Context: an optimization exercise on an open-source flow, tuned for small area, a short achievable clock period and few clock cycles. The choices shown serve that exercise and are no tape-out recipe.
In this exercise RTL edits were held to simulation tests only and were not proved equivalent to the original.
Power is estimated from default activity; no workload was simulated.

===== flow/config.mk =====
export PLATFORM = sky130hd
export DESIGN_NAME = normalized_cross_correlation
export DESIGN_NICKNAME = normalized_cross_correlation
export VERILOG_FILES = /design/flow/design.v
export SDC_FILE = /design/flow/constraint.sdc
export NUM_CORES = 4
export LEC_CHECK = 0
export CAP_MARGIN = 20
export CORE_MARGIN = 2
export CORE_UTILIZATION = 40
export SETUP_SLACK_MARGIN = 5
export SLEW_MARGIN = 20

===== flow/constraint.sdc =====
create_clock -name core_clock -period 11.0 [get_ports {clk}]
set_input_delay 2.2000 -clock core_clock [delete_from_list [all_inputs] [get_ports {clk}]]
set_output_delay 2.2000 -clock core_clock [all_outputs]
set_load 0.01 [all_outputs]

===== flow/design.v =====
package ncc_pkg;
    localparam int MAX_WINDOW_PIXELS = 65536;
    localparam int COUNT_W = 17;    
    localparam int SUM_W   = 24;    
    localparam int SQ_W    = 32;    
    localparam int V_W     = 47;    
    localparam int M_W     = 46;    
    localparam int R_W     = 92;    
endpackage
import ncc_pkg::*;
module ncc_mul
(
    input  logic [16:0] rem,
    input  logic [15:0] root,
    input  logic [1:0]  bits,
    output logic [16:0] rem_next,
    output logic [15:0] root_next
);
    logic [18:0] rem_sh;
    logic [18:0] trial;
    logic [18:0] diff;
    assign rem_sh = {rem, bits};
    assign trial  = {root[14:0], 2'b01};
    assign diff   = rem_sh - trial;
    always_comb
    begin
        if (!diff[18])
        begin
            rem_next  = diff[16:0];
            root_next = {root[14:0], 1'b1};
        end
        else
        begin
            rem_next  = rem_sh[16:0];
            root_next = {root[14:0], 1'b0};
        end
    end
endmodule
module ncc_add
#(
    parameter int W       = 47,
    parameter bit LATE_CI = 1'b0
)
(
    input  logic [W-1:0] a,
    input  logic [W-1:0] b,
    input  logic         ci,
    output logic [W:0]   s
);
    localparam int L = 6;    
    logic [W:0] g [0:2*L];
    logic [W:0] p [0:2*L];
    logic [W:0] c;
    always_comb
    begin
        g[0][0] = LATE_CI ? 1'b0 : ci;
        p[0][0] = LATE_CI;
        for (int i = 0; i < W; i++)
        begin
            g[0][i+1] = a[i] & b[i];
            p[0][i+1] = a[i] ^ b[i];
        end
        for (int l = 0; l < L; l++)
        begin
            g[l+1] = g[l];
            p[l+1] = p[l];
            for (int i = 0; i <= W; i++)
                if (((i + 1) % (1 << (l + 1))) == 0)
                begin
                    g[l+1][i] = g[l][i] | (p[l][i] & g[l][i-(1<<l)]);
                    p[l+1][i] = p[l][i] & p[l][i-(1<<l)];
                end
        end
        for (int l = L - 2; l >= 0; l--)
        begin
            g[2*L-1-l] = g[2*L-2-l];
            p[2*L-1-l] = p[2*L-2-l];
            for (int i = 0; i <= W; i++)
                if ((((i + 1) % (1 << (l + 1))) == (1 << l)) && (i >= (1 << (l + 1))))
                begin
                    g[2*L-1-l][i] = g[2*L-2-l][i] | (p[2*L-2-l][i] & g[2*L-2-l][i-(1<<l)]);
                    p[2*L-1-l][i] = p[2*L-2-l][i] & p[2*L-2-l][i-(1<<l)];
                end
        end
        g[2*L] = g[2*L-1];
        p[2*L] = p[2*L-1];
        for (int i = 0; i <= W; i++)
            c[i] = LATE_CI ? (g[2*L][i] | (p[2*L][i] & ci)) : g[2*L][i];
        for (int i = 0; i < W; i++)
            s[i] = p[0][i+1] ^ c[i];
        s[W] = c[W];
    end
endmodule
import ncc_pkg::*;
module ncc_ctrl
(
    input  logic               clk,
    input  logic               rst_n,
    input  logic               load,
    output logic               full,
    input  logic [COUNT_W-1:0] n_in,
    input  logic [SUM_W-1:0]   ss_in,
    input  logic [SUM_W-1:0]   st_in,
    input  logic [SQ_W-1:0]    sss_in,
    input  logic [SQ_W-1:0]    stt_in,
    input  logic [SQ_W-1:0]    sst_in,
    output logic               result_valid,
    input  logic               result_ready,
    output logic signed [15:0] correlation,
    output logic               degenerate
);
    localparam logic [2:0] ST_IDLE = 3'd0;
    localparam logic [2:0] ST_INIT = 3'd1;
    localparam logic [2:0] ST_S1   = 3'd2;
    localparam logic [2:0] ST_XFER = 3'd3;
    localparam logic [2:0] ST_S2   = 3'd4;
    localparam logic [2:0] ST_DIV  = 3'd5;
    localparam logic [2:0] ST_FIN  = 3'd6;
    localparam logic [2:0] ST_DONE = 3'd7;
    logic [2:0]         state;
    logic               full_reg;
    logic               valid_reg;
    logic [5:0]         j;
    logic [COUNT_W-1:0] n1;
    logic [SUM_W-1:0]   a1, b1;
    logic [SQ_W-1:0]    x1, x2, x3;
    logic               nb, ab, bb;
    logic               ph;
    logic [V_W-1:0]     pv, pw, pc;
    logic [M_W-1:0]     ad, ae, be;
    logic [1:0]         vh;
    logic               sub;
    logic               neg, deg;
    logic [1:0]         qb;
    logic [16:0]        rem;
    logic [15:0]        root;
    logic [15:0]        corr_reg;
    logic               deg_reg;
    logic [4:0]         k1;
    logic [SUM_W-1:0]   k1_src;
    logic [M_W-1:0]     k_src;
    logic [5:0]         k2;
    assign k1_src = SUM_W'(n1) | a1 | b1;
    always_comb
    begin
        k1 = '0;
        for (int i = 0; i < SUM_W; i++)
            if (k1_src[i])
                k1 = 5'(i);
    end
    assign k_src = pw[M_W-1:0] | (pc[M_W-1:0] ^ {M_W{pc[V_W-1]}});
    always_comb
    begin
        k2 = 6'd1;
        for (int i = 0; i < M_W - 1; i++)
            if (k_src[i])
                k2 = 6'(i + 2);
        if (k_src[M_W-1])
            k2 = 6'(M_W);
    end
    logic [4:0]         bsel;
    logic [SUM_W-1:0]   n1x;
    assign bsel = (state == ST_INIT) ? k1 : j[4:0];
    assign n1x  = SUM_W'(n1);
    logic [V_W-1:0]     x_1, y_1, x_2, y_2, x_3, y_3;
    logic               ci_1, ci_2, ci_3;
    logic [V_W:0]       sum_1, sum_2, sum_3;
    logic [93:0]        dv, dd;
    assign dv = {vh, ae, be};
    assign dd = {2'b00, ad, pw[M_W-1:0]} ^ {94{sub}};
    logic               s1a, s1b, s2, dvs, xfer;
    always_comb
    begin
        x_1  = ({V_W{s1a}} & {pv[V_W-2:0], 1'b0})
             | ({V_W{s1b}} & pv)
             | ({V_W{s2}}  & V_W'(ad))
             | ({V_W{dvs}} & dv[46:0]);
        y_1  = ({V_W{s1a && nb}} & V_W'(x1))
             | ({V_W{s1b && ab}} & ~(V_W'(a1)))
             | ({V_W{s2 && pw[0]}} & V_W'(pv[M_W-1:0]))
             | ({V_W{dvs}} & dd[46:0]);
        ci_1 = (s1b && ab) || (dvs && sub);
        x_2  = ({V_W{s1a}} & {pw[V_W-2:0], 1'b0})
             | ({V_W{s1b}} & pw)
             | ({V_W{s2}}  & V_W'(ae))
             | ({V_W{dvs}} & dv[93:47]);
        y_2  = ({V_W{s1a && nb}} & V_W'(x2))
             | ({V_W{s1b && bb}} & ~(V_W'(b1)))
             | ({V_W{s2 && be[0]}} & V_W'(pc[M_W-1:0]))
             | ({V_W{dvs}} & dd[93:47]);
        ci_2 = (s1b && bb) || (dvs && sum_1[V_W]);
        x_3  = ({V_W{s1a}} & {pc[V_W-2:0], 1'b0})
             | ({V_W{s1b || xfer}} & (pc ^ {V_W{xfer && pc[V_W-1]}}));
        y_3  = ({V_W{s1a && nb}} & V_W'(x3))
             | ({V_W{s1b && ab}} & ~(V_W'(b1)));
        ci_3 = (s1b && ab) || (xfer && pc[V_W-1]);
    end
    ncc_add #(.W(V_W), .LATE_CI(1'b0)) u_lane1 (.a(x_1), .b(y_1), .ci(ci_1), .s(sum_1));
    ncc_add #(.W(V_W), .LATE_CI(1'b1)) u_lane2 (.a(x_2), .b(y_2), .ci(ci_2), .s(sum_2));
    ncc_add #(.W(V_W), .LATE_CI(1'b0)) u_lane3 (.a(x_3), .b(y_3), .ci(ci_3), .s(sum_3));
    logic [93:0]        dsum;
    logic               q;
    assign dsum = {sum_2[V_W-1:0], sum_1[V_W-1:0]};
    assign q    = !dsum[93];
    logic [16:0]        rem_nx;
    logic [15:0]        root_nx;
    ncc_mul u_sqrt (
        .rem       (rem),
        .root      (root),
        .bits      (qb),
        .rem_next  (rem_nx),
        .root_next (root_nx)
    );
    logic [15:0]        corr_nx;
    logic               emit;
    always_comb
    begin
        if (deg)
            corr_nx = '0;
        else if (neg)
            corr_nx = -root;
        else if (root[15])
            corr_nx = 16'h7FFF;
        else
            corr_nx = root;
    end
    assign emit = (state == ST_DONE) && (!valid_reg || result_ready);
    logic [2:0]         state_nx;
    always_comb
    begin
        state_nx = state;
        case (state)
            ST_IDLE:
                if (full_reg)
                    state_nx = ST_INIT;
            ST_INIT:
                state_nx = ST_S1;
            ST_S1:
                if (ph && (j == 6'h3F))
                    state_nx = ST_XFER;
            ST_XFER:
                state_nx = ((pv == '0) || (pw == '0)) ? ST_DONE : ST_S2;
            ST_S2:
                if (j == '0)
                    state_nx = ST_DIV;
            ST_DIV:
                if (j == '0)
                    state_nx = ST_FIN;
            ST_FIN:
                state_nx = ST_DONE;
            ST_DONE:
                if (emit)
                    state_nx = ST_IDLE;
            default:
                state_nx = ST_IDLE;
        endcase
    end
    always_ff @(posedge clk or negedge rst_n)
    begin
        if (!rst_n)
        begin
            state     <= ST_IDLE;
            full_reg  <= 1'b0;
            valid_reg <= 1'b0;
            s1a       <= 1'b0;
            s1b       <= 1'b0;
            s2        <= 1'b0;
            dvs       <= 1'b0;
            xfer      <= 1'b0;
        end
        else
        begin
            state <= state_nx;
            s1a   <= (state_nx == ST_S1) && ((state == ST_INIT) || ph);
            s1b   <= (state_nx == ST_S1) && (state == ST_S1) && !ph;
            s2    <= (state_nx == ST_S2);
            dvs   <= (state_nx == ST_DIV);
            xfer  <= (state_nx == ST_XFER);
            if (load)
                full_reg <= 1'b1;
            if ((state == ST_S1) && (state_nx == ST_XFER))
                full_reg <= 1'b0;
            if (result_ready)
                valid_reg <= 1'b0;
            if (emit)
                valid_reg <= 1'b1;
        end
    end
    always_ff @(posedge clk)
    begin
        if (load)
        begin
            n1 <= n_in;
            a1 <= ss_in;
            b1 <= st_in;
            x1 <= sss_in;
            x2 <= stt_in;
            x3 <= sst_in;
        end
        if ((state == ST_INIT) || s1b)
        begin
            nb <= n1x[bsel];
            ab <= a1[bsel];
            bb <= b1[bsel];
        end
        case (state)
            ST_INIT:
            begin
                ph <= 1'b0;
                j  <= 6'(k1) - 1'b1;
                pv <= '0;
                pw <= '0;
                pc <= '0;
            end
            ST_S1:
            begin
                pv <= sum_1[V_W-1:0];
                pw <= sum_2[V_W-1:0];
                pc <= sum_3[V_W-1:0];
                ph <= !ph;
                if (ph)
                    j <= j - 1'b1;
            end
            ST_XFER:
            begin
                deg <= (pv == '0) || (pw == '0);
                neg <= pc[V_W-1];
                pc  <= sum_3[V_W-1:0];
                be  <= sum_3[M_W-1:0];
                ad  <= '0;
                ae  <= '0;
                j   <= k2 - 1'b1;
            end
            ST_S2:
            begin
                ad  <= sum_1[M_W:1];
                pw  <= {1'b0, sum_1[0], pw[M_W-1:1]};
                ae  <= sum_2[M_W:1];
                be  <= {sum_2[0], be[M_W-1:1]};
                vh  <= '0;
                sub <= 1'b1;
                qb  <= '0;
                rem  <= '0;
                root <= '0;
                if (j == '0)
                    j <= 6'd30;
                else
                    j <= j - 1'b1;
            end
            ST_DIV:
            begin
                {vh, ae, be} <= {dsum[92:0], 1'b0};
                sub <= q;
                qb  <= {qb[0], q};
                if (j[0])
                begin
                    rem  <= rem_nx;
                    root <= root_nx;
                end
                j <= j - 1'b1;
            end
            ST_FIN:
            begin
                rem  <= rem_nx;
                root <= root_nx;
            end
            ST_DONE:
                if (emit)
                begin
                    corr_reg <= corr_nx;
                    deg_reg  <= deg;
                end
            default: ;
        endcase
    end
    assign full         = full_reg;
    assign result_valid = valid_reg;
    assign correlation  = $signed(corr_reg);
    assign degenerate   = deg_reg;
endmodule
import ncc_pkg::*;
module ncc_dp
(
    input  logic               clk,
    input  logic               cnt,        
    input  logic               first,      
    input  logic [7:0]         s,
    input  logic [7:0]         t,
    output logic [COUNT_W-1:0] n_next,
    output logic [SUM_W-1:0]   ss_next,
    output logic [SUM_W-1:0]   st_next,
    output logic [SQ_W-1:0]    sss_next,
    output logic [SQ_W-1:0]    stt_next,
    output logic [SQ_W-1:0]    sst_next
);
    logic [COUNT_W-1:0] n_reg;
    logic [SUM_W-1:0]   ss_reg, st_reg;
    logic [SQ_W-1:0]    sss_reg, stt_reg, sst_reg;
    logic [SUM_W:0]     ss_sum, st_sum;
    assign n_next = (first ? '0 : n_reg) + COUNT_W'(cnt);
    ncc_add #(.W(SUM_W), .LATE_CI(1'b0)) u_ss (
        .a  (first ? '0 : ss_reg),
        .b  (SUM_W'(s)),
        .ci (1'b0),
        .s  (ss_sum)
    );
    ncc_add #(.W(SUM_W), .LATE_CI(1'b0)) u_st (
        .a  (first ? '0 : st_reg),
        .b  (SUM_W'(t)),
        .ci (1'b0),
        .s  (st_sum)
    );
    assign ss_next = ss_sum[SUM_W-1:0];
    assign st_next = st_sum[SUM_W-1:0];
    ncc_sqacc u_sss (.a(s), .acc(first ? '0 : sss_reg), .y(sss_next));
    ncc_sqacc u_stt (.a(t), .acc(first ? '0 : stt_reg), .y(stt_next));
    ncc_mulacc u_sst (.a(s), .b(t), .acc(first ? '0 : sst_reg), .y(sst_next));
    always_ff @(posedge clk)
    begin
        n_reg   <= n_next;
        ss_reg  <= ss_next;
        st_reg  <= st_next;
        sss_reg <= sss_next;
        stt_reg <= stt_next;
        sst_reg <= sst_next;
    end
endmodule
module ncc_sqacc
(
    input  logic [7:0]  a,
    input  logic [31:0] acc,
    output logic [31:0] y
);
    logic m_w1, m_w2, m_w3, m_w4, m_w5, m_w6, m_w7, m_w8, m_w9, m_w10, m_w11, m_w12, m_w13, m_w14, m_w15, m_w16, m_w17, m_w18, m_w19, m_w20, m_w21, m_w22, m_w23, m_w24, m_w25, m_w26, m_w27, m_w28, m_w29, m_w30, m_w31, m_w32, m_w33, m_w34, m_w35, m_w36, m_w37, m_w38, m_w39, m_w40, m_w41, m_w42, m_w43, m_w44, m_w45, m_w46, m_w47, m_w48, m_w49, m_w50, m_w51, m_w52, m_w53, m_w54, m_w55, m_w56;
    logic [31:0] r0, r1;
    logic [32:0]   s;
    assign m_w1 = acc[6] ^ (a[0] & a[5]);
    assign m_w2 = acc[6] & (a[0] & a[5]);
    assign m_w3 = acc[7] ^ (a[0] & a[6]);
    assign m_w4 = acc[7] & (a[0] & a[6]);
    assign m_w5 = acc[8] ^ (a[0] & a[7]) ^ (a[1] & a[6]);
    assign m_w6 = (acc[8] & (a[0] & a[7])) | (acc[8] & (a[1] & a[6])) | ((a[0] & a[7]) & (a[1] & a[6]));
    assign m_w7 = (a[2] & a[5]) ^ (a[3] & a[4]);
    assign m_w8 = (a[2] & a[5]) & (a[3] & a[4]);
    assign m_w9 = acc[9] ^ (a[1] & a[7]) ^ (a[2] & a[6]);
    assign m_w10 = (acc[9] & (a[1] & a[7])) | (acc[9] & (a[2] & a[6])) | ((a[1] & a[7]) & (a[2] & a[6]));
    assign m_w11 = acc[10] ^ (a[2] & a[7]) ^ (a[3] & a[6]);
    assign m_w12 = (acc[10] & (a[2] & a[7])) | (acc[10] & (a[3] & a[6])) | ((a[2] & a[7]) & (a[3] & a[6]));
    assign m_w13 = acc[4] ^ (a[0] & a[3]);
    assign m_w14 = acc[4] & (a[0] & a[3]);
    assign m_w15 = acc[5] ^ (a[0] & a[4]);
    assign m_w16 = acc[5] & (a[0] & a[4]);
    assign m_w17 = m_w1 ^ (a[1] & a[4]) ^ (a[2] & a[3]);
    assign m_w18 = (m_w1 & (a[1] & a[4])) | (m_w1 & (a[2] & a[3])) | ((a[1] & a[4]) & (a[2] & a[3]));
    assign m_w19 = m_w2 ^ m_w3 ^ (a[1] & a[5]);
    assign m_w20 = (m_w2 & m_w3) | (m_w2 & (a[1] & a[5])) | (m_w3 & (a[1] & a[5]));
    assign m_w21 = m_w4 ^ m_w5 ^ m_w7;
    assign m_w22 = (m_w4 & m_w5) | (m_w4 & m_w7) | (m_w5 & m_w7);
    assign m_w23 = m_w6 ^ m_w8 ^ m_w9;
    assign m_w24 = (m_w6 & m_w8) | (m_w6 & m_w9) | (m_w8 & m_w9);
    assign m_w25 = m_w10 ^ m_w11 ^ (a[4] & a[5]);
    assign m_w26 = (m_w10 & m_w11) | (m_w10 & (a[4] & a[5])) | (m_w11 & (a[4] & a[5]));
    assign m_w27 = m_w12 ^ acc[11] ^ (a[3] & a[7]);
    assign m_w28 = (m_w12 & acc[11]) | (m_w12 & (a[3] & a[7])) | (acc[11] & (a[3] & a[7]));
    assign m_w29 = acc[12] ^ (a[4] & a[7]) ^ (a[5] & a[6]);
    assign m_w30 = (acc[12] & (a[4] & a[7])) | (acc[12] & (a[5] & a[6])) | ((a[4] & a[7]) & (a[5] & a[6]));
    assign m_w31 = acc[2] ^ (a[0] & a[1]);
    assign m_w32 = acc[2] & (a[0] & a[1]);
    assign m_w33 = acc[3] ^ (a[0] & a[2]);
    assign m_w34 = acc[3] & (a[0] & a[2]);
    assign m_w35 = m_w13 ^ (a[1] & a[2]) ^ a[2];
    assign m_w36 = (m_w13 & (a[1] & a[2])) | (m_w13 & a[2]) | ((a[1] & a[2]) & a[2]);
    assign m_w37 = m_w14 ^ m_w15 ^ (a[1] & a[3]);
    assign m_w38 = (m_w14 & m_w15) | (m_w14 & (a[1] & a[3])) | (m_w15 & (a[1] & a[3]));
    assign m_w39 = m_w16 ^ m_w17 ^ a[3];
    assign m_w40 = (m_w16 & m_w17) | (m_w16 & a[3]) | (m_w17 & a[3]);
    assign m_w41 = m_w18 ^ m_w19 ^ (a[2] & a[4]);
    assign m_w42 = (m_w18 & m_w19) | (m_w18 & (a[2] & a[4])) | (m_w19 & (a[2] & a[4]));
    assign m_w43 = m_w20 ^ m_w21 ^ a[4];
    assign m_w44 = (m_w20 & m_w21) | (m_w20 & a[4]) | (m_w21 & a[4]);
    assign m_w45 = m_w22 ^ m_w23 ^ (a[3] & a[5]);
    assign m_w46 = (m_w22 & m_w23) | (m_w22 & (a[3] & a[5])) | (m_w23 & (a[3] & a[5]));
    assign m_w47 = m_w24 ^ m_w25 ^ a[5];
    assign m_w48 = (m_w24 & m_w25) | (m_w24 & a[5]) | (m_w25 & a[5]);
    assign m_w49 = m_w26 ^ m_w27 ^ (a[4] & a[6]);
    assign m_w50 = (m_w26 & m_w27) | (m_w26 & (a[4] & a[6])) | (m_w27 & (a[4] & a[6]));
    assign m_w51 = m_w28 ^ m_w29 ^ a[6];
    assign m_w52 = (m_w28 & m_w29) | (m_w28 & a[6]) | (m_w29 & a[6]);
    assign m_w53 = m_w30 ^ acc[13] ^ (a[5] & a[7]);
    assign m_w54 = (m_w30 & acc[13]) | (m_w30 & (a[5] & a[7])) | (acc[13] & (a[5] & a[7]));
    assign m_w55 = acc[14] ^ (a[6] & a[7]) ^ a[7];
    assign m_w56 = (acc[14] & (a[6] & a[7])) | (acc[14] & a[7]) | ((a[6] & a[7]) & a[7]);
    assign r0 = {acc[31], acc[30], acc[29], acc[28], acc[27], acc[26], acc[25], acc[24], acc[23], acc[22], acc[21], acc[20], acc[19], acc[18], acc[17], acc[16], m_w56, m_w54, m_w52, m_w50, m_w48, m_w46, m_w44, m_w42, m_w40, m_w38, m_w36, m_w34, m_w32, m_w31, acc[1], acc[0]};
    assign r1 = {1'b0, 1'b0, 1'b0, 1'b0, 1'b0, 1'b0, 1'b0, 1'b0, 1'b0, 1'b0, 1'b0, 1'b0, 1'b0, 1'b0, 1'b0, 1'b0, acc[15], m_w55, m_w53, m_w51, m_w49, m_w47, m_w45, m_w43, m_w41, m_w39, m_w37, m_w35, m_w33, a[1], 1'b0, a[0]};
    ncc_add #(.W(32), .LATE_CI(1'b0)) u_add (.a(r0), .b(r1), .ci(1'b0), .s(s));
    assign y = s[31:0];
endmodule
module ncc_mulacc
(
    input  logic [7:0]  a,
    input  logic [7:0]  b,
    input  logic [31:0] acc,
    output logic [31:0] y
);
    logic m_w1, m_w2, m_w3, m_w4, m_w5, m_w6, m_w7, m_w8, m_w9, m_w10, m_w11, m_w12, m_w13, m_w14, m_w15, m_w16, m_w17, m_w18, m_w19, m_w20, m_w21, m_w22, m_w23, m_w24, m_w25, m_w26, m_w27, m_w28, m_w29, m_w30, m_w31, m_w32, m_w33, m_w34, m_w35, m_w36, m_w37, m_w38, m_w39, m_w40, m_w41, m_w42, m_w43, m_w44, m_w45, m_w46, m_w47, m_w48, m_w49, m_w50, m_w51, m_w52, m_w53, m_w54, m_w55, m_w56, m_w57, m_w58, m_w59, m_w60, m_w61, m_w62, m_w63, m_w64, m_w65, m_w66, m_w67, m_w68, m_w69, m_w70, m_w71, m_w72, m_w73, m_w74, m_w75, m_w76, m_w77, m_w78, m_w79, m_w80, m_w81, m_w82, m_w83, m_w84, m_w85, m_w86, m_w87, m_w88, m_w89, m_w90, m_w91, m_w92, m_w93, m_w94, m_w95, m_w96, m_w97, m_w98, m_w99, m_w100, m_w101, m_w102, m_w103, m_w104, m_w105, m_w106, m_w107, m_w108, m_w109, m_w110, m_w111, m_w112;
    logic [31:0] r0, r1;
    logic [32:0]   s;
    assign m_w1 = acc[5] ^ (a[0] & b[5]);
    assign m_w2 = acc[5] & (a[0] & b[5]);
    assign m_w3 = acc[6] ^ (a[0] & b[6]) ^ (a[1] & b[5]);
    assign m_w4 = (acc[6] & (a[0] & b[6])) | (acc[6] & (a[1] & b[5])) | ((a[0] & b[6]) & (a[1] & b[5]));
    assign m_w5 = (a[2] & b[4]) ^ (a[3] & b[3]);
    assign m_w6 = (a[2] & b[4]) & (a[3] & b[3]);
    assign m_w7 = acc[7] ^ (a[0] & b[7]) ^ (a[1] & b[6]);
    assign m_w8 = (acc[7] & (a[0] & b[7])) | (acc[7] & (a[1] & b[6])) | ((a[0] & b[7]) & (a[1] & b[6]));
    assign m_w9 = (a[2] & b[5]) ^ (a[3] & b[4]) ^ (a[4] & b[3]);
    assign m_w10 = ((a[2] & b[5]) & (a[3] & b[4])) | ((a[2] & b[5]) & (a[4] & b[3])) | ((a[3] & b[4]) & (a[4] & b[3]));
    assign m_w11 = (a[5] & b[2]) ^ (a[6] & b[1]);
    assign m_w12 = (a[5] & b[2]) & (a[6] & b[1]);
    assign m_w13 = acc[8] ^ (a[1] & b[7]) ^ (a[2] & b[6]);
    assign m_w14 = (acc[8] & (a[1] & b[7])) | (acc[8] & (a[2] & b[6])) | ((a[1] & b[7]) & (a[2] & b[6]));
    assign m_w15 = (a[3] & b[5]) ^ (a[4] & b[4]) ^ (a[5] & b[3]);
    assign m_w16 = ((a[3] & b[5]) & (a[4] & b[4])) | ((a[3] & b[5]) & (a[5] & b[3])) | ((a[4] & b[4]) & (a[5] & b[3]));
    assign m_w17 = (a[6] & b[2]) ^ (a[7] & b[1]);
    assign m_w18 = (a[6] & b[2]) & (a[7] & b[1]);
    assign m_w19 = acc[9] ^ (a[2] & b[7]) ^ (a[3] & b[6]);
    assign m_w20 = (acc[9] & (a[2] & b[7])) | (acc[9] & (a[3] & b[6])) | ((a[2] & b[7]) & (a[3] & b[6]));
    assign m_w21 = (a[4] & b[5]) ^ (a[5] & b[4]) ^ (a[6] & b[3]);
    assign m_w22 = ((a[4] & b[5]) & (a[5] & b[4])) | ((a[4] & b[5]) & (a[6] & b[3])) | ((a[5] & b[4]) & (a[6] & b[3]));
    assign m_w23 = acc[10] ^ (a[3] & b[7]) ^ (a[4] & b[6]);
    assign m_w24 = (acc[10] & (a[3] & b[7])) | (acc[10] & (a[4] & b[6])) | ((a[3] & b[7]) & (a[4] & b[6]));
    assign m_w25 = acc[3] ^ (a[0] & b[3]);
    assign m_w26 = acc[3] & (a[0] & b[3]);
    assign m_w27 = acc[4] ^ (a[0] & b[4]) ^ (a[1] & b[3]);
    assign m_w28 = (acc[4] & (a[0] & b[4])) | (acc[4] & (a[1] & b[3])) | ((a[0] & b[4]) & (a[1] & b[3]));
    assign m_w29 = (a[2] & b[2]) ^ (a[3] & b[1]);
    assign m_w30 = (a[2] & b[2]) & (a[3] & b[1]);
    assign m_w31 = m_w1 ^ (a[1] & b[4]) ^ (a[2] & b[3]);
    assign m_w32 = (m_w1 & (a[1] & b[4])) | (m_w1 & (a[2] & b[3])) | ((a[1] & b[4]) & (a[2] & b[3]));
    assign m_w33 = (a[3] & b[2]) ^ (a[4] & b[1]) ^ (a[5] & b[0]);
    assign m_w34 = ((a[3] & b[2]) & (a[4] & b[1])) | ((a[3] & b[2]) & (a[5] & b[0])) | ((a[4] & b[1]) & (a[5] & b[0]));
    assign m_w35 = m_w2 ^ m_w3 ^ m_w5;
    assign m_w36 = (m_w2 & m_w3) | (m_w2 & m_w5) | (m_w3 & m_w5);
    assign m_w37 = (a[4] & b[2]) ^ (a[5] & b[1]) ^ (a[6] & b[0]);
    assign m_w38 = ((a[4] & b[2]) & (a[5] & b[1])) | ((a[4] & b[2]) & (a[6] & b[0])) | ((a[5] & b[1]) & (a[6] & b[0]));
    assign m_w39 = m_w4 ^ m_w6 ^ m_w7;
    assign m_w40 = (m_w4 & m_w6) | (m_w4 & m_w7) | (m_w6 & m_w7);
    assign m_w41 = m_w9 ^ m_w11 ^ (a[7] & b[0]);
    assign m_w42 = (m_w9 & m_w11) | (m_w9 & (a[7] & b[0])) | (m_w11 & (a[7] & b[0]));
    assign m_w43 = m_w8 ^ m_w10 ^ m_w12;
    assign m_w44 = (m_w8 & m_w10) | (m_w8 & m_w12) | (m_w10 & m_w12);
    assign m_w45 = m_w13 ^ m_w15 ^ m_w17;
    assign m_w46 = (m_w13 & m_w15) | (m_w13 & m_w17) | (m_w15 & m_w17);
    assign m_w47 = m_w14 ^ m_w16 ^ m_w18;
    assign m_w48 = (m_w14 & m_w16) | (m_w14 & m_w18) | (m_w16 & m_w18);
    assign m_w49 = m_w19 ^ m_w21 ^ (a[7] & b[2]);
    assign m_w50 = (m_w19 & m_w21) | (m_w19 & (a[7] & b[2])) | (m_w21 & (a[7] & b[2]));
    assign m_w51 = m_w20 ^ m_w22 ^ m_w23;
    assign m_w52 = (m_w20 & m_w22) | (m_w20 & m_w23) | (m_w22 & m_w23);
    assign m_w53 = (a[5] & b[5]) ^ (a[6] & b[4]) ^ (a[7] & b[3]);
    assign m_w54 = ((a[5] & b[5]) & (a[6] & b[4])) | ((a[5] & b[5]) & (a[7] & b[3])) | ((a[6] & b[4]) & (a[7] & b[3]));
    assign m_w55 = m_w24 ^ acc[11] ^ (a[4] & b[7]);
    assign m_w56 = (m_w24 & acc[11]) | (m_w24 & (a[4] & b[7])) | (acc[11] & (a[4] & b[7]));
    assign m_w57 = (a[5] & b[6]) ^ (a[6] & b[5]) ^ (a[7] & b[4]);
    assign m_w58 = ((a[5] & b[6]) & (a[6] & b[5])) | ((a[5] & b[6]) & (a[7] & b[4])) | ((a[6] & b[5]) & (a[7] & b[4]));
    assign m_w59 = acc[12] ^ (a[5] & b[7]) ^ (a[6] & b[6]);
    assign m_w60 = (acc[12] & (a[5] & b[7])) | (acc[12] & (a[6] & b[6])) | ((a[5] & b[7]) & (a[6] & b[6]));
    assign m_w61 = acc[2] ^ (a[0] & b[2]);
    assign m_w62 = acc[2] & (a[0] & b[2]);
    assign m_w63 = m_w25 ^ (a[1] & b[2]) ^ (a[2] & b[1]);
    assign m_w64 = (m_w25 & (a[1] & b[2])) | (m_w25 & (a[2] & b[1])) | ((a[1] & b[2]) & (a[2] & b[1]));
    assign m_w65 = m_w26 ^ m_w27 ^ m_w29;
    assign m_w66 = (m_w26 & m_w27) | (m_w26 & m_w29) | (m_w27 & m_w29);
    assign m_w67 = m_w28 ^ m_w30 ^ m_w31;
    assign m_w68 = (m_w28 & m_w30) | (m_w28 & m_w31) | (m_w30 & m_w31);
    assign m_w69 = m_w32 ^ m_w34 ^ m_w35;
    assign m_w70 = (m_w32 & m_w34) | (m_w32 & m_w35) | (m_w34 & m_w35);
    assign m_w71 = m_w36 ^ m_w38 ^ m_w39;
    assign m_w72 = (m_w36 & m_w38) | (m_w36 & m_w39) | (m_w38 & m_w39);
    assign m_w73 = m_w40 ^ m_w42 ^ m_w43;
    assign m_w74 = (m_w40 & m_w42) | (m_w40 & m_w43) | (m_w42 & m_w43);
    assign m_w75 = m_w44 ^ m_w46 ^ m_w47;
    assign m_w76 = (m_w44 & m_w46) | (m_w44 & m_w47) | (m_w46 & m_w47);
    assign m_w77 = m_w48 ^ m_w50 ^ m_w51;
    assign m_w78 = (m_w48 & m_w50) | (m_w48 & m_w51) | (m_w50 & m_w51);
    assign m_w79 = m_w52 ^ m_w54 ^ m_w55;
    assign m_w80 = (m_w52 & m_w54) | (m_w52 & m_w55) | (m_w54 & m_w55);
    assign m_w81 = m_w56 ^ m_w58 ^ m_w59;
    assign m_w82 = (m_w56 & m_w58) | (m_w56 & m_w59) | (m_w58 & m_w59);
    assign m_w83 = m_w60 ^ acc[13] ^ (a[6] & b[7]);
    assign m_w84 = (m_w60 & acc[13]) | (m_w60 & (a[6] & b[7])) | (acc[13] & (a[6] & b[7]));
    assign m_w85 = acc[1] ^ (a[0] & b[1]);
    assign m_w86 = acc[1] & (a[0] & b[1]);
    assign m_w87 = m_w61 ^ (a[1] & b[1]) ^ (a[2] & b[0]);
    assign m_w88 = (m_w61 & (a[1] & b[1])) | (m_w61 & (a[2] & b[0])) | ((a[1] & b[1]) & (a[2] & b[0]));
    assign m_w89 = m_w62 ^ m_w63 ^ (a[3] & b[0]);
    assign m_w90 = (m_w62 & m_w63) | (m_w62 & (a[3] & b[0])) | (m_w63 & (a[3] & b[0]));
    assign m_w91 = m_w64 ^ m_w65 ^ (a[4] & b[0]);
    assign m_w92 = (m_w64 & m_w65) | (m_w64 & (a[4] & b[0])) | (m_w65 & (a[4] & b[0]));
    assign m_w93 = m_w66 ^ m_w67 ^ m_w33;
    assign m_w94 = (m_w66 & m_w67) | (m_w66 & m_w33) | (m_w67 & m_w33);
    assign m_w95 = m_w68 ^ m_w69 ^ m_w37;
    assign m_w96 = (m_w68 & m_w69) | (m_w68 & m_w37) | (m_w69 & m_w37);
    assign m_w97 = m_w70 ^ m_w71 ^ m_w41;
    assign m_w98 = (m_w70 & m_w71) | (m_w70 & m_w41) | (m_w71 & m_w41);
    assign m_w99 = m_w72 ^ m_w73 ^ m_w45;
    assign m_w100 = (m_w72 & m_w73) | (m_w72 & m_w45) | (m_w73 & m_w45);
    assign m_w101 = m_w74 ^ m_w75 ^ m_w49;
    assign m_w102 = (m_w74 & m_w75) | (m_w74 & m_w49) | (m_w75 & m_w49);
    assign m_w103 = m_w76 ^ m_w77 ^ m_w53;
    assign m_w104 = (m_w76 & m_w77) | (m_w76 & m_w53) | (m_w77 & m_w53);
    assign m_w105 = m_w78 ^ m_w79 ^ m_w57;
    assign m_w106 = (m_w78 & m_w79) | (m_w78 & m_w57) | (m_w79 & m_w57);
    assign m_w107 = m_w80 ^ m_w81 ^ (a[7] & b[5]);
    assign m_w108 = (m_w80 & m_w81) | (m_w80 & (a[7] & b[5])) | (m_w81 & (a[7] & b[5]));
    assign m_w109 = m_w82 ^ m_w83 ^ (a[7] & b[6]);
    assign m_w110 = (m_w82 & m_w83) | (m_w82 & (a[7] & b[6])) | (m_w83 & (a[7] & b[6]));
    assign m_w111 = m_w84 ^ acc[14] ^ (a[7] & b[7]);
    assign m_w112 = (m_w84 & acc[14]) | (m_w84 & (a[7] & b[7])) | (acc[14] & (a[7] & b[7]));
    assign r0 = {acc[31], acc[30], acc[29], acc[28], acc[27], acc[26], acc[25], acc[24], acc[23], acc[22], acc[21], acc[20], acc[19], acc[18], acc[17], acc[16], m_w112, m_w110, m_w108, m_w106, m_w104, m_w102, m_w100, m_w98, m_w96, m_w94, m_w92, m_w90, m_w88, m_w86, m_w85, acc[0]};
    assign r1 = {1'b0, 1'b0, 1'b0, 1'b0, 1'b0, 1'b0, 1'b0, 1'b0, 1'b0, 1'b0, 1'b0, 1'b0, 1'b0, 1'b0, 1'b0, 1'b0, acc[15], m_w111, m_w109, m_w107, m_w105, m_w103, m_w101, m_w99, m_w97, m_w95, m_w93, m_w91, m_w89, m_w87, (a[1] & b[0]), (a[0] & b[0])};
    ncc_add #(.W(32), .LATE_CI(1'b0)) u_add (.a(r0), .b(r1), .ci(1'b0), .s(s));
    assign y = s[31:0];
endmodule
import ncc_pkg::*;
module normalized_cross_correlation
(
    input  logic               clk,
    input  logic               rst_n,
    input  logic               pixel_valid,
    output logic               pixel_ready,
    input  logic [7:0]         scene_pixel,
    input  logic [7:0]         templ_pixel,
    input  logic               last_pixel,
    output logic               result_valid,
    input  logic               result_ready,
    output logic signed [15:0] correlation,
    output logic               degenerate
);
    logic               in_v, in_c, in_last;
    logic [7:0]         in_s, in_t;
    logic               first, pend, full;
    logic               accept, close, load, first_nx, use_nx;
    logic [COUNT_W-1:0] n_nx;
    logic [SUM_W-1:0]   ss_nx, st_nx;
    logic [SQ_W-1:0]    sss_nx, stt_nx, sst_nx;
    assign close       = in_v && in_last;
    assign pixel_ready = !(pend || (close && full));
    assign accept      = pixel_valid && pixel_ready;
    assign load        = (close || pend) && !full;
    assign first_nx    = load || (first && !in_v);
    assign use_nx      = first_nx || !n_nx[COUNT_W-1];
    always_ff @(posedge clk or negedge rst_n)
    begin
        if (!rst_n)
        begin
            in_v  <= 1'b0;
            in_c  <= 1'b0;
            first <= 1'b1;
            pend  <= 1'b0;
        end
        else
        begin
            in_v  <= accept;
            in_c  <= accept && use_nx;
            first <= first_nx;
            pend  <= (close || pend) && full;
        end
    end
    always_ff @(posedge clk)
    begin
        in_s    <= (accept && use_nx) ? scene_pixel : 8'd0;
        in_t    <= (accept && use_nx) ? templ_pixel : 8'd0;
        in_last <= last_pixel;
    end
    ncc_dp u_dp (
        .clk      (clk),
        .cnt      (in_c),
        .first    (first),
        .s        (in_s),
        .t        (in_t),
        .n_next   (n_nx),
        .ss_next  (ss_nx),
        .st_next  (st_nx),
        .sss_next (sss_nx),
        .stt_next (stt_nx),
        .sst_next (sst_nx)
    );
    ncc_ctrl u_post (
        .clk          (clk),
        .rst_n        (rst_n),
        .load         (load),
        .full         (full),
        .n_in         (n_nx),
        .ss_in        (ss_nx),
        .st_in        (st_nx),
        .sss_in       (sss_nx),
        .stt_in       (stt_nx),
        .sst_in       (sst_nx),
        .result_valid (result_valid),
        .result_ready (result_ready),
        .correlation  (correlation),
        .degenerate   (degenerate)
    );
endmodule

===== flow/run.sh =====
#!/bin/bash
# synth_recipe.tcl (not shown) runs the flow's synth.tcl, then flattens the netlist and writes it again
# the make line also repeats each setting of config.mk as NAME=value (left out here)
make -C /OpenROAD-flow-scripts/flow DESIGN_CONFIG=/design/flow/config.mk WORK_HOME=/design/flow/orfs CLKGATE_MAP_FILE= SYNTH_SCRIPT=/design/flow/synth_recipe.tcl finish

==> run summary, run 1 <==
Logic synthesis:
- The share of synthesized flip-flops with an asynchronous set or reset is 0.0200.
- The number of cells produced by synthesis is 4,777.
- The largest area contributor in the synthesized netlist is sky130_fd_sc_hd__edfxtp_1.
- In this run the cell area of the synthesized design comes to 46,500 µm².
- Of the total synthesized cell area, the portion taken by full adders, half adders and majority gates is 0.147.
- The share of synthesized cell area in and, or, nand and nor gates is 0.154.
- The dominant synthesized flop cell is sky130_fd_sc_hd__edfxtp_1.
- The largest family of logic cells by synthesized area is compound AO/OA/AOI/OAI gates.
- The total of flip-flops plus latches after synthesis is 699.
- The portion of synthesized cell area occupied by the leading cell type is 0.327.
- The multiplexer fraction of the synthesized cell area is 0.0125.
- The post-synthesis compound-gate area fraction is 0.160.
- Of the synthesized area, sequential elements account for 0.411.
- By area the synthesized netlist is led by sky130_fd_sc_hd__edfxtp_1 (33%), sky130_fd_sc_hd__dfxtp_1 (7.7%), sky130_fd_sc_hd__ha_1 (7.6%).
- Yosys printed 16 warnings.
- Of the total synthesized cell area, the portion taken by XOR and XNOR cells is 0.0670.
- The number of distinct standard cells referenced by the synthesized netlist is 83.
- The post-synthesis net count is 5,246.
- The most instantiated library cell after synthesis is sky130_fd_sc_hd__edfxtp_1.
- By count the netlist is led by sky130_fd_sc_hd__edfxtp_1 (507), sky130_fd_sc_hd__nand2_1 (482), sky130_fd_sc_hd__nor2_1 (389), sky130_fd_sc_hd__inv_1 (296), sky130_fd_sc_hd__ha_1 (283).
- The number of enable-type register cells in the synthesized netlist is 507.
- The mean area per synthesized cell is 9.74 µm².

Detailed routing:
- After detailed routing, the average wire length per cell comes to 24.1 µm.
- In the routed layout, each cell is associated on average with a via count of 5.91.
- The post-detailed-route count of antenna-violating nets is 0.
- In this run, the number of DRC markers left after iteration 0 of detailed routing was 3,627.
- The first detailed-routing pass ran for 6 iterations.
- The final layout contains routed wiring with a total length of 151 mm.
- The detailed-route DRC error count is 0.
- The total vias in the final route is 37,100.

Die:
- The die covers 119,000 µm².
- 40 I/O pins were placed.
- The floorplan has 125 rows.
- The core box area is 116,000 µm².
- The width of the die is 345 µm.
- The height of the die is 345 µm.
- The initial core utilization is 0.402.

Run:
- Max-cap violations in this run came to 0.

Status:
- The run finished with no timing, DRC or antenna violations.

Power:
- In this run the static leakage power is 20.7 nW.
- Across the VDD grid, the largest voltage drop is 147 µV.
- The total power divided by cell area is 304 nW/µm².
- The overall power of the completed layout is 15.6 mW.

Placement:
- The worst slack after detailed placement is 4.25 ns.
- The cell area after placement is 48,300 µm².
- Detailed placement ended at an HPWL of 105 mm.
- The cell total after placement is 6,103.
- Buffers placed on the I/O ports in this run total 39.
- The weighted congestion reported at the end of routability-driven placement is 0.936.

CTS:
- TritonCTS created 79 clock buffers.
- At the later pin of the worst-skew pair, clock insertion delay measures 0.67 ns.
- The TritonCTS clock tree is yes.
- The clock tree synthesis step divided the H-tree into 3 levels.
- The number of sinks driven by the clock tree is 699.
- No sink is reached through more buffers than the 3 on the longest clock path.
- The CTS root buffer is sky130_fd_sc_hd__clkbuf_16.
- The clock slew at the register clock pins of the worst setup and hold paths is 0.06 ns.

Timing:
- The tightest slew margin relative to the limit is 0.245.
- The number of endpoints with negative hold slack in the final report is 0.
- After layout, the worst setup slack is 5.04 ns.
- For the final database, setup skew stands at 0.0301 ns.
- Of the available clock period, the critical path in the final layout requires 0.541.
- The top achievable clock speed is 168 MHz.
- The worst path in the final design needs a cycle of 5.96 ns, including I/O delays and setup.
- Setup repair after global routing left no endpoint under its margin.
- At the pin with the least slew margin, the transition time is 1.12 ns.
- Adding up every negative setup slack in the final design gives 0 ns.
- Setup violations remaining at the end of the flow were counted as 0.
- The max-slew violation total from the final report came to 0.

Worst setup path:
- The largest driver fanout on the critical path is 55.
- For this run, the slowest stage of the critical path takes 0.84 ns.
- The critical path's most frequent cell is sky130_fd_sc_hd__a221o_1.
- Traced cell by cell, the critical path runs through inv_2, clkbuf_8, o221ai_1, ha_1, a21o_1, a221o_1, o311a_1, a211oi_2, o21ba_2, o2bb2ai_1, a21oi_2, o21ai_2, a221o_1, mux2i_1, nor2_2, o22ai_1.
- STA classifies the critical path endpoint as a register.
- The cell with the biggest individual delay on the critical path is sky130_fd_sc_hd__dfrtp_4.
- The endpoint arrival time on the critical path is 6.31 ns.
- The classification of the worst setup path is register to register.
- The critical path required time is 11.35 ns.
- The worst setup path is launched from a register.

Global routing:
- For this run the aggregate overflow at the end of global routing stands at 0.
- The initial antenna violation count is 3.
- The global-route usage over all layers is 0.247.
- Entering global routing, the biggest net connects 163 pins.
- The first global-routing pass estimated 227 mm of wire.
- The number of global-route vias before repair is 35,900.

Finish:
- The largest registers in the layout are u_post.pc (47), u_post.pv (47), u_post.pw (47).
- The net count of the finished layout is 5,152.
- The number of antenna diodes in the final layout is 0.
- In the final layout, the share of cells above drive strength 1 is 0.0603.
- Excluding fillers, the count of instances in the completed layout stands at 6,269.
- The finished cells cover 51,300 µm².
- The synthesis-to-layout area growth is 10.3%.

Min path:
- The worst hold path belongs to the class register to register.
-- cell type report --
cell class              count  area [µm²]
clock buffers             110        2300
clock inverters            33         303
repair buffers            121        1170
flip-flops and latches    699       19200
fillers                 11100       64400
well taps                1524        1910
multi-input cells        3483       25400
inverters                 299        1120
-- critical path: cells and delay by family (launching register included) --
kind                     cells  cell delay, ns
AO/OA/AOI/OAI               11            3.11
flip-flops                   1            0.84
buffers and inverters        2            0.70
adder cells (fa/ha/maj)      1            0.40
AND/OR/NAND/NOR              1            0.32
multiplexers                 1            0.18
-- cells by family (layout without fill, tap and decap cells) --
group / count (synthesis) / in the layout
buffers and inverters: 598 / 563
AND/OR/NAND/NOR: 1513 / 1516
AO/OA/AOI/OAI: 1107 / 1107
multiplexers: 56 / 56
flip-flops: 699 / 699
adder cells (fa/ha/maj): 448 / 448
XOR/XNOR: 356 / 356
-- placed cells by master (no fill, tap or decap), types with 109 or more instances in the layout --
cell type / count
sky130_fd_sc_hd__and2_1: 128
sky130_fd_sc_hd__a22oi_1: 219
sky130_fd_sc_hd__a21oi_1: 194
sky130_fd_sc_hd__nor2_1: 383
sky130_fd_sc_hd__xnor2_1: 179
sky130_fd_sc_hd__fa_1: 165
sky130_fd_sc_hd__ha_1: 283
sky130_fd_sc_hd__dfxtp_1: 170
sky130_fd_sc_hd__nor2b_1: 109
sky130_fd_sc_hd__nand2_1: 473
sky130_fd_sc_hd__o21ai_0: 256
sky130_fd_sc_hd__xor2_1: 176
sky130_fd_sc_hd__inv_1: 294
sky130_fd_sc_hd__edfxtp_1: 507
-- path summary, 6_finish.rpt --
check	depth (start not counted)	end	slack, ns	startpoint
setup / recovery	16	u_post.pw[45]	5.04	u_post.dvs
hold / removal	2	u_dp.sst_reg[24]	0.50	u_dp.sst_reg[24]
setup reg to reg	16	u_post.pw[45]	5.04	u_post.dvs
hold reg to reg	2	u_dp.sst_reg[24]	0.50	u_dp.sst_reg[24]
max in group asynchronous	2	first	8.71	rst_n
min in group asynchronous	2	u_post.dvs	1.95	rst_n
-- metrics by stage --
step | hold WS (ns) | util
final | 0.500 | 0.443
after global routing | 0.523 | 0.443
after CTS | 0.499 | 0.442
after detailed placement | 0.490 | 0.418
after global placement | 0.485 | 0.417
after floorplan | 0.421 | -
-- layer usage --
metal,track usage,share of wire,vias up
li1,-,-,16800
met1,0.340,0.43,18300
met2,0.389,0.45,1637
met3,0.0353,0.079,315
met4,0.102,0.045,6
met5,0,0.00031,-
-- where the power goes --
part	switching [mW]	total, mW	internal (mW)	leakage (nW)
combinational	5.02	7.79	2.77	13.0
sequential	1.05	5.15	4.10	6.43
clock	1.16	2.69	1.52	1.28
total	7.23	15.6	8.39	20.7
-- what timing repair did --
item / CTS / global route
pin swaps: 3 / 4
gates cloned: 2 / 1
hold endpoints to repair: 0 / 0
setup endpoints to repair: 110 / 75
hold buffers: 0 / 0
resized for setup: 10 / 28
setup buffers: 8 / 12
Testbench counts, summed over its fixed seeds: cycles 47,345.
==> run 2: changes to the inputs <==
--- a/flow/design.v
+++ b/flow/design.v
@@ -9,32 +9,4 @@
 endpackage
 import ncc_pkg::*;
-module ncc_mul
-(
-    input  logic [16:0] rem,
-    input  logic [15:0] root,
-    input  logic [1:0]  bits,
-    output logic [16:0] rem_next,
-    output logic [15:0] root_next
-);
-    logic [18:0] rem_sh;
-    logic [18:0] trial;
-    logic [18:0] diff;
-    assign rem_sh = {rem, bits};
-    assign trial  = {root[14:0], 2'b01};
-    assign diff   = rem_sh - trial;
-    always_comb
-    begin
-        if (!diff[18])
-        begin
-            rem_next  = diff[16:0];
-            root_next = {root[14:0], 1'b1};
-        end
-        else
-        begin
-            rem_next  = rem_sh[16:0];
-            root_next = {root[14:0], 1'b0};
-        end
-    end
-endmodule
 module ncc_add
 #(
@@ -111,5 +83,4 @@
 );
     localparam logic [2:0] ST_IDLE = 3'd0;
-    localparam logic [2:0] ST_INIT = 3'd1;
     localparam logic [2:0] ST_S1   = 3'd2;
     localparam logic [2:0] ST_XFER = 3'd3;
@@ -126,5 +97,4 @@
     logic [SQ_W-1:0]    x1, x2, x3;
     logic               nb, ab, bb;
-    logic               ph;
     logic [V_W-1:0]     pv, pw, pc;
     logic [M_W-1:0]     ad, ae, be;
@@ -161,6 +131,8 @@
     logic [4:0]         bsel;
     logic [SUM_W-1:0]   n1x;
-    assign bsel = (state == ST_INIT) ? k1 : j[4:0];
+    logic               nb_f;
+    assign bsel = (state == ST_IDLE) ? k1 : j[4:0];
     assign n1x  = SUM_W'(n1);
+    assign nb_f = n1x[bsel];
     logic [V_W-1:0]     x_1, y_1, x_2, y_2, x_3, y_3;
     logic               ci_1, ci_2, ci_3;
@@ -169,30 +141,42 @@
     assign dv = {vh, ae, be};
     assign dd = {2'b00, ad, pw[M_W-1:0]} ^ {94{sub}};
-    logic               s1a, s1b, s2, dvs, xfer;
+    logic               s1a, s1b, s1c, s2, dvs, xfer, fin;
+    logic               s1x2, s1ya, s1yb, sqs, bit_end;
+    logic [18:0]        rem_sh;
+    logic [16:0]        trial;
+    assign s1x2    = s1a || s1c;
+    assign s1ya    = s1a && nb;
+    assign s1yb    = s1b || s1c;
+    assign bit_end = s1b || s1c || (s1a && !ab && !bb);
+    assign sqs     = (dvs && j[0]) || fin;
+    assign rem_sh  = {rem, qb};
+    assign trial   = {root[14:0], 2'b01};
     always_comb
     begin
-        x_1  = ({V_W{s1a}} & {pv[V_W-2:0], 1'b0})
+        x_1  = ({V_W{s1x2}} & {pv[V_W-2:0], 1'b0})
              | ({V_W{s1b}} & pv)
              | ({V_W{s2}}  & V_W'(ad))
              | ({V_W{dvs}} & dv[46:0]);
-        y_1  = ({V_W{s1a && nb}} & V_W'(x1))
-             | ({V_W{s1b && ab}} & ~(V_W'(a1)))
+        y_1  = ({V_W{s1ya}} & V_W'(x1))
+             | ({V_W{s1yb && ab}} & ~(V_W'(a1)))
              | ({V_W{s2 && pw[0]}} & V_W'(pv[M_W-1:0]))
              | ({V_W{dvs}} & dd[46:0]);
-        ci_1 = (s1b && ab) || (dvs && sub);
-        x_2  = ({V_W{s1a}} & {pw[V_W-2:0], 1'b0})
+        ci_1 = (s1yb && ab) || (dvs && sub);
+        x_2  = ({V_W{s1x2}} & {pw[V_W-2:0], 1'b0})
              | ({V_W{s1b}} & pw)
              | ({V_W{s2}}  & V_W'(ae))
              | ({V_W{dvs}} & dv[93:47]);
-        y_2  = ({V_W{s1a && nb}} & V_W'(x2))
-             | ({V_W{s1b && bb}} & ~(V_W'(b1)))
+        y_2  = ({V_W{s1ya}} & V_W'(x2))
+             | ({V_W{s1yb && bb}} & ~(V_W'(b1)))
              | ({V_W{s2 && be[0]}} & V_W'(pc[M_W-1:0]))
              | ({V_W{dvs}} & dd[93:47]);
-        ci_2 = (s1b && bb) || (dvs && sum_1[V_W]);
-        x_3  = ({V_W{s1a}} & {pc[V_W-2:0], 1'b0})
-             | ({V_W{s1b || xfer}} & (pc ^ {V_W{xfer && pc[V_W-1]}}));
-        y_3  = ({V_W{s1a && nb}} & V_W'(x3))
-             | ({V_W{s1b && ab}} & ~(V_W'(b1)));
-        ci_3 = (s1b && ab) || (xfer && pc[V_W-1]);
+        ci_2 = (s1yb && bb) || (dvs && sum_1[V_W]);
+        x_3  = ({V_W{s1x2}} & {pc[V_W-2:0], 1'b0})
+             | ({V_W{s1b || xfer}} & (pc ^ {V_W{xfer && pc[V_W-1]}}))
+             | ({V_W{sqs}} & V_W'(rem_sh));
+        y_3  = ({V_W{s1ya}} & V_W'(x3))
+             | ({V_W{s1yb && ab}} & ~(V_W'(b1)))
+             | ({V_W{sqs}} & ~(V_W'(trial)));
+        ci_3 = (s1yb && ab) || (xfer && pc[V_W-1]) || sqs;
     end
     ncc_add #(.W(V_W), .LATE_CI(1'b0)) u_lane1 (.a(x_1), .b(y_1), .ci(ci_1), .s(sum_1));
@@ -205,11 +189,6 @@
     logic [16:0]        rem_nx;
     logic [15:0]        root_nx;
-    ncc_mul u_sqrt (
-        .rem       (rem),
-        .root      (root),
-        .bits      (qb),
-        .rem_next  (rem_nx),
-        .root_next (root_nx)
-    );
+    assign rem_nx  = sum_3[V_W-1] ? rem_sh[16:0] : sum_3[16:0];
+    assign root_nx = {root[14:0], !sum_3[V_W-1]};
     logic [15:0]        corr_nx;
     logic               emit;
@@ -233,9 +212,7 @@
             ST_IDLE:
                 if (full_reg)
-                    state_nx = ST_INIT;
-            ST_INIT:
-                state_nx = ST_S1;
+                    state_nx = ST_S1;
             ST_S1:
-                if (ph && (j == 6'h3F))
+                if (bit_end && (j == 6'h3F))
                     state_nx = ST_XFER;
             ST_XFER:
@@ -265,4 +242,6 @@
             s1a       <= 1'b0;
             s1b       <= 1'b0;
+            s1c       <= 1'b0;
+            fin       <= 1'b0;
             s2        <= 1'b0;
             dvs       <= 1'b0;
@@ -272,6 +251,8 @@
         begin
             state <= state_nx;
-            s1a   <= (state_nx == ST_S1) && ((state == ST_INIT) || ph);
-            s1b   <= (state_nx == ST_S1) && (state == ST_S1) && !ph;
+            s1a   <= (state_nx == ST_S1) && ((state == ST_IDLE) || bit_end) && nb_f;
+            s1c   <= (state_nx == ST_S1) && ((state == ST_IDLE) || bit_end) && !nb_f;
+            s1b   <= (state_nx == ST_S1) && s1a && !bit_end;
+            fin   <= (state_nx == ST_FIN);
             s2    <= (state_nx == ST_S2);
             dvs   <= (state_nx == ST_DIV);
@@ -298,14 +279,13 @@
             x3 <= sst_in;
         end
-        if ((state == ST_INIT) || s1b)
+        if (((state == ST_IDLE) && full_reg) || bit_end)
         begin
-            nb <= n1x[bsel];
+            nb <= nb_f;
             ab <= a1[bsel];
             bb <= b1[bsel];
         end
         case (state)
-            ST_INIT:
+            ST_IDLE:
             begin
-                ph <= 1'b0;
                 j  <= 6'(k1) - 1'b1;
                 pv <= '0;
@@ -318,6 +298,5 @@
                 pw <= sum_2[V_W-1:0];
                 pc <= sum_3[V_W-1:0];
-                ph <= !ph;
-                if (ph)
+                if (bit_end)
                     j <= j - 1'b1;
             end
==> run summary, run 2 <==
Power:
- The static leakage is 20.9 nW (+1.2%).
- The design internal power is 7.90 mW (-5.9%).
- The switching part of the total is 0.448 (-0.0149).
- The total power divided by cell area came to 280 nW/µm² (-8.0%).
- The share of total power in the clock network is 0.195 (+0.023).
- The net switching power figure is 6.41 mW (-11%).
- The combinational share of power is 0.450 (-0.048).
- The register share of total power is 0.355 (+0.025).
- The maximum ir drop on the vdd rail is 173 µV (+17%).

Logic synthesis:
- The share of synthesized flip-flops with an asynchronous set or reset came to 0.0229 (+0.00283).
- The number of cells produced by synthesis is 4,739 (-0.80%).
- The count of yosys warnings during synthesis was 15 (-1).
- The portion of synthesized cell area occupied by the leading cell type is 0.327 (about the same).
- The most common cell in the synthesized netlist is sky130_fd_sc_hd__nand2_1.
- The number of enable-type register cells in the synthesized netlist came to 506 (-0.20%).
- The dominant synthesized flop cell is sky130_fd_sc_hd__edfxtp_1.
- The post-synthesis net count is 5,192 (-1.0%).
- The number of distinct standard cells referenced by the synthesized netlist is 86 (+3.6%).
- Counting instances in the post-synthesis netlist gives the leading cell types as sky130_fd_sc_hd__nand2_1 (532), sky130_fd_sc_hd__edfxtp_1 (506), sky130_fd_sc_hd__nor2_1 (396), sky130_fd_sc_hd__inv_1 (292), sky130_fd_sc_hd__ha_1 (267).
- The total of flip-flops plus latches after synthesis is 700 (+0.14%).
- Sorting the synthesized cells by area gives the leading types as sky130_fd_sc_hd__edfxtp_1 (33%), sky130_fd_sc_hd__dfxtp_1 (7.7%), sky130_fd_sc_hd__ha_1 (7.2%).
- The synthesized design spends more area on one cell type than any other, namely sky130_fd_sc_hd__edfxtp_1.
- The mean area per synthesized cell came to 9.81 µm² (+0.68%).
- The share of the yosys chip area belonging to registers was 0.412 (+0.000918).
- The post-synth design cell area came to 46,500 µm² (-0.12%).

CTS:
- The latest clock arrival within the worst-skew pair is 0.67 ns (about the same).
- The number of CTS-inserted buffers is 82 (+3.8%).
- The clock tree buffer depth is 3 (unchanged).
- The number of sinks driven by the clock tree is 700 (+0.14%).
- The clock slew at the register clock pins of the worst setup and hold paths is 0.06 ns (about the same).
- The number of hold-repair buffers added at the cts stage is 0 (unchanged).
- The number of H-tree levels is 3 (unchanged).
- TritonCTS built the clock tree.
- The root buffer cell chosen for the clock tree is sky130_fd_sc_hd__clkbuf_16.

Detailed routing:
- The post-detailed-route wirelength per cell was 25.7 µm (+6.7%).
- The total vias in the final route came to 37,600 (+1.4%).
- The number of detailed-routing iterations run before antenna repair was 9 (+3).
- The routed via count divided by cell count is 6.06 (+2.5%).
- The final routed wirelength across all metal layers is 159 mm (+5.6%).
- The post-detailed-route count of antenna-violating nets is 0 (unchanged).
- The detailed-route DRC error count came to 0 (unchanged).
- The initial DRC count is 4,773 (+32%).

Timing:
- The post-route setup TNS was 0 ns (unchanged).
- The max-slew violation total from the final report was 0 (unchanged).
- The post-route fraction of the period consumed by the critical path was 0.522 (-0.0194).
- Setup repair after global routing could not meet its margin everywhere.
- The number of endpoints with negative hold slack in the final report is 0 (unchanged).
- The final critical path time including I/O delays and setup is 5.74 ns (-0.213 ns).
- The worst-case setup margin in the final layout came to 5.26 ns (+0.213 ns).
- The top achievable clock speed is 174 MHz (+3.7%).
- The transition time at the pin with the least slew margin is 1.05 ns (-0.0656 ns).
- The minimum hold slack is 0.502 ns (+0.00143 ns).
- The count of endpoints failing setup in the final report was 0 (unchanged).
- The tightest slew margin relative to the limit is 0.291 (+0.0456).
- The maximum clock skew at final layout came to 0.0488 ns (+0.0188 ns).

Die:
- The number of top-level pins is 40 (unchanged).
- The core box area is 116,000 µm² (unchanged).
- The width of the die is 345 µm (about the same).
- The total number of placement rows is 125 (unchanged).
- The die area is 119,000 µm² (-0.12%).
- The height of the die is 345 µm (about the same).
- The initial core utilization is 0.402 (-0.000476).

Finish:
- The final design utilization came to 0.442 (-0.00172).
- In the final layout, the registers with the most flip-flops are u_post.pc (47), u_post.pv (47), u_post.pw (47).
- The number of nets in the layout is 5,063 (-1.7%).
- Compared with the post-synthesis result, the final layout area differs by 10.0%.
- In the layout the commonest cells are sky130_fd_sc_hd__nand2_1 (527), sky130_fd_sc_hd__edfxtp_1 (506), sky130_fd_sc_hd__nor2_1 (389).
- The library cell used most frequently in the layout, excluding fill and tap cells, is sky130_fd_sc_hd__nand2_1.
- The share of post-route cells with drive strength above 1 is 0.0618 (+0.00153).
- The number of fill cells is 11,000 (-0.96%).

Worst setup path:
- The peak per-stage delay on the critical path is 0.52 ns (-0.32 ns).
- The cell with the biggest individual delay on the critical path is sky130_fd_sc_hd__dfrtp_1.
- The setup path with the least slack is of type register to register.
- The kind of launch point of the worst setup path is a register.
- Traced cell by cell, the critical path runs through or2_4, buf_8, a222oi_1, o21ai_0, ha_1, a21o_1, a21o_1, a21oi_1, o21ai_0, or4_1, a22o_2, o21ai_2, o311a_1, o31ai_1, fa_1, xnor2_2, buf_12, mux2i_1, nor2_1.
- STA classifies the critical path endpoint as a register.
- The critical path required time is 11.36 ns (about the same).
- The endpoint arrival time on the critical path is 6.10 ns (-0.21 ns).
- The largest driver fanout on the critical path was 59 (+7.3%).

Placement:
- The sum of net half-perimeters after detailed placement is 113 mm (+8.5%).
- The weighted congestion reported at the end of routability-driven placement is 0.972 (+3.9%).
- The worst slack after detailed placement is 4.60 ns (+0.350 ns).
- The count of buffers inserted at the top-level ports came to 39 (unchanged).

Status:
- The flow ran to the end and the layout has no timing, DRC or antenna violations.

Global routing:
- The pin count of the biggest net entering global routing is 163 (unchanged).
- The global-route usage over all layers was 0.262 (+0.0156).
- The initial antenna violation count is 5 (+2).
- The remaining global-route overflow was 0 (unchanged).
- The global-route wire length before repair was 235 mm (+3.5%).
- The number of global-route vias before repair came to 36,200 (+0.65%).

Run:
- The number of max-cap violations is 0 (unchanged).

Min path:
- The worst min-delay path class is register to register.
-- run 2: routing by layer --
layer  global-route usage  wire length (µm)  up-vias
met5                    0                33        -
li1                     -                 -    16900
met1                0.362             66100    18500
met3               0.0472             15100      349
met4               0.0955              6650        4
met2                0.412             71400     1892
-- run 2: layout make-up --
cell class,instances,area (µm²),area share
multi-input cells,3422,25200,0.493
flip-flops and latches,700,19200,0.375
clock buffers,108,2260,0.0443
well taps,1524,1910,0.0373
inverters,295,1110,0.0217
repair buffers,109,1000,0.0196
clock inverters,42,433,0.00847
diodes,2,5.00,0.0000979
-- run 2: critical path: cells and delay by family (launching register included) --
kind	cells	cell delay [ns]
xor+xnor	1	0.24
mux	1	0.21
fa+ha+maj	2	0.82
buf+inv	2	0.49
simple gates	3	0.92
compound gates	10	2.20
flops	1	0.52
-- run 2: cell families (layout without fill, tap and decap cells) --
logic type / count (synthesis) / in the layout / share of synthesized area
xor+xnor: 310 / 310 / 0.0584
mux: 50 / 50 / 0.0120
compound gates: 1037 / 1037 / 0.163
other cells: 0 / 2 / 0
buf+inv: 619 / 554 / 0.0502
simple gates: 1591 / 1593 / 0.161
fa+ha+maj: 432 / 432 / 0.143
flops: 700 / 700 / 0.412
-- run 2: through the flow --
step | area, µm² | power, mW | cells
3_3_place_gp | 48200 | 11.2 | 6039
5_1_grt | 51100 | 15.1 | 6200
6_report | 51100 | 14.3 | 6202
4_1_cts | 50900 | 14.1 | 6192
2_1_floorplan | 46500 | 9.08 | 4739
3_5_place_dp | 48200 | 11.3 | 6039
-- run 2: final timing paths --
| path | slack [ns] | from | end | cells after the start |
|---|---|---|---|---|
| max | 5.26 | u_post.s1c | u_post.rem[15] | 19 |
| min | 0.50 | u_dp.st_reg[10] | u_dp.st_reg[10] | 2 |
| max reg2reg | 5.26 | u_post.s1c | u_post.rem[15] | 19 |
| min reg2reg | 0.50 | u_dp.st_reg[10] | u_dp.st_reg[10] | 2 |
| max in group asynchronous | 8.16 | rst_n | u_post.s2 | 1 |
| min in group asynchronous | 2.10 | rst_n | u_post.s1c | 1 |
-- run 2: power groups by stage --
stage               sequential, mW  clock (mW)  combinational (mW)
floorplan                     4.41           0                4.67
global placement              5.07           0                6.18
detailed placement            5.06           0                6.26
CTS                           5.02        2.82                6.30
global route                  5.14        2.90                7.03
finish                        5.08        2.79                6.45
-- run 2: timing repair --
| action | in CTS | in global routing |
|---|---|---|
| pin swaps | 2 | 2 |
| gates resized for setup | 14 | 32 |
| gates cloned | 0 | 2 |
| setup buffers | 3 | 6 |
| setup endpoints to repair | 59 | 62 |
| hold endpoints to repair | 0 | 0 |
Testbench counts of run 2, summed over its fixed seeds: cycles 45,409.

==> re-timing with driven ports <==
The results above use ideal ports. As a check the final layouts listed here were re-extracted and re-timed, cells and wires unchanged. Step 1 (the two cells are an assumption about what drives the block):
set clk [get_ports {clk}]
set_driving_cell -lib_cell sky130_fd_sc_hd__clkbuf_16 $clk
set_driving_cell -lib_cell sky130_fd_sc_hd__buf_2 [delete_from_list [all_inputs] $clk]
Step 2, shift: input delay + t, output delay - t, t = (earliest + latest rising clock arrival at the registers) / 2. This alone moves slack from input paths to output paths. a / b / c = ideal / step 1 / step 2; a / b = the first two.
| run | shift t [ns] | setup slack, ns | clock arrival spread, ns | cell pins on the clock port's net |
|---|---|---|---|---|
| run 1 | 0.721 | 5.045 / 5.045 / 5.045 | 0.030 / 0.030 | 1 |
| run 2 | 0.722 | 5.258 / 5.258 / 5.258 | 0.049 / 0.049 | 1 |
After both steps every run listed still meets setup and hold.
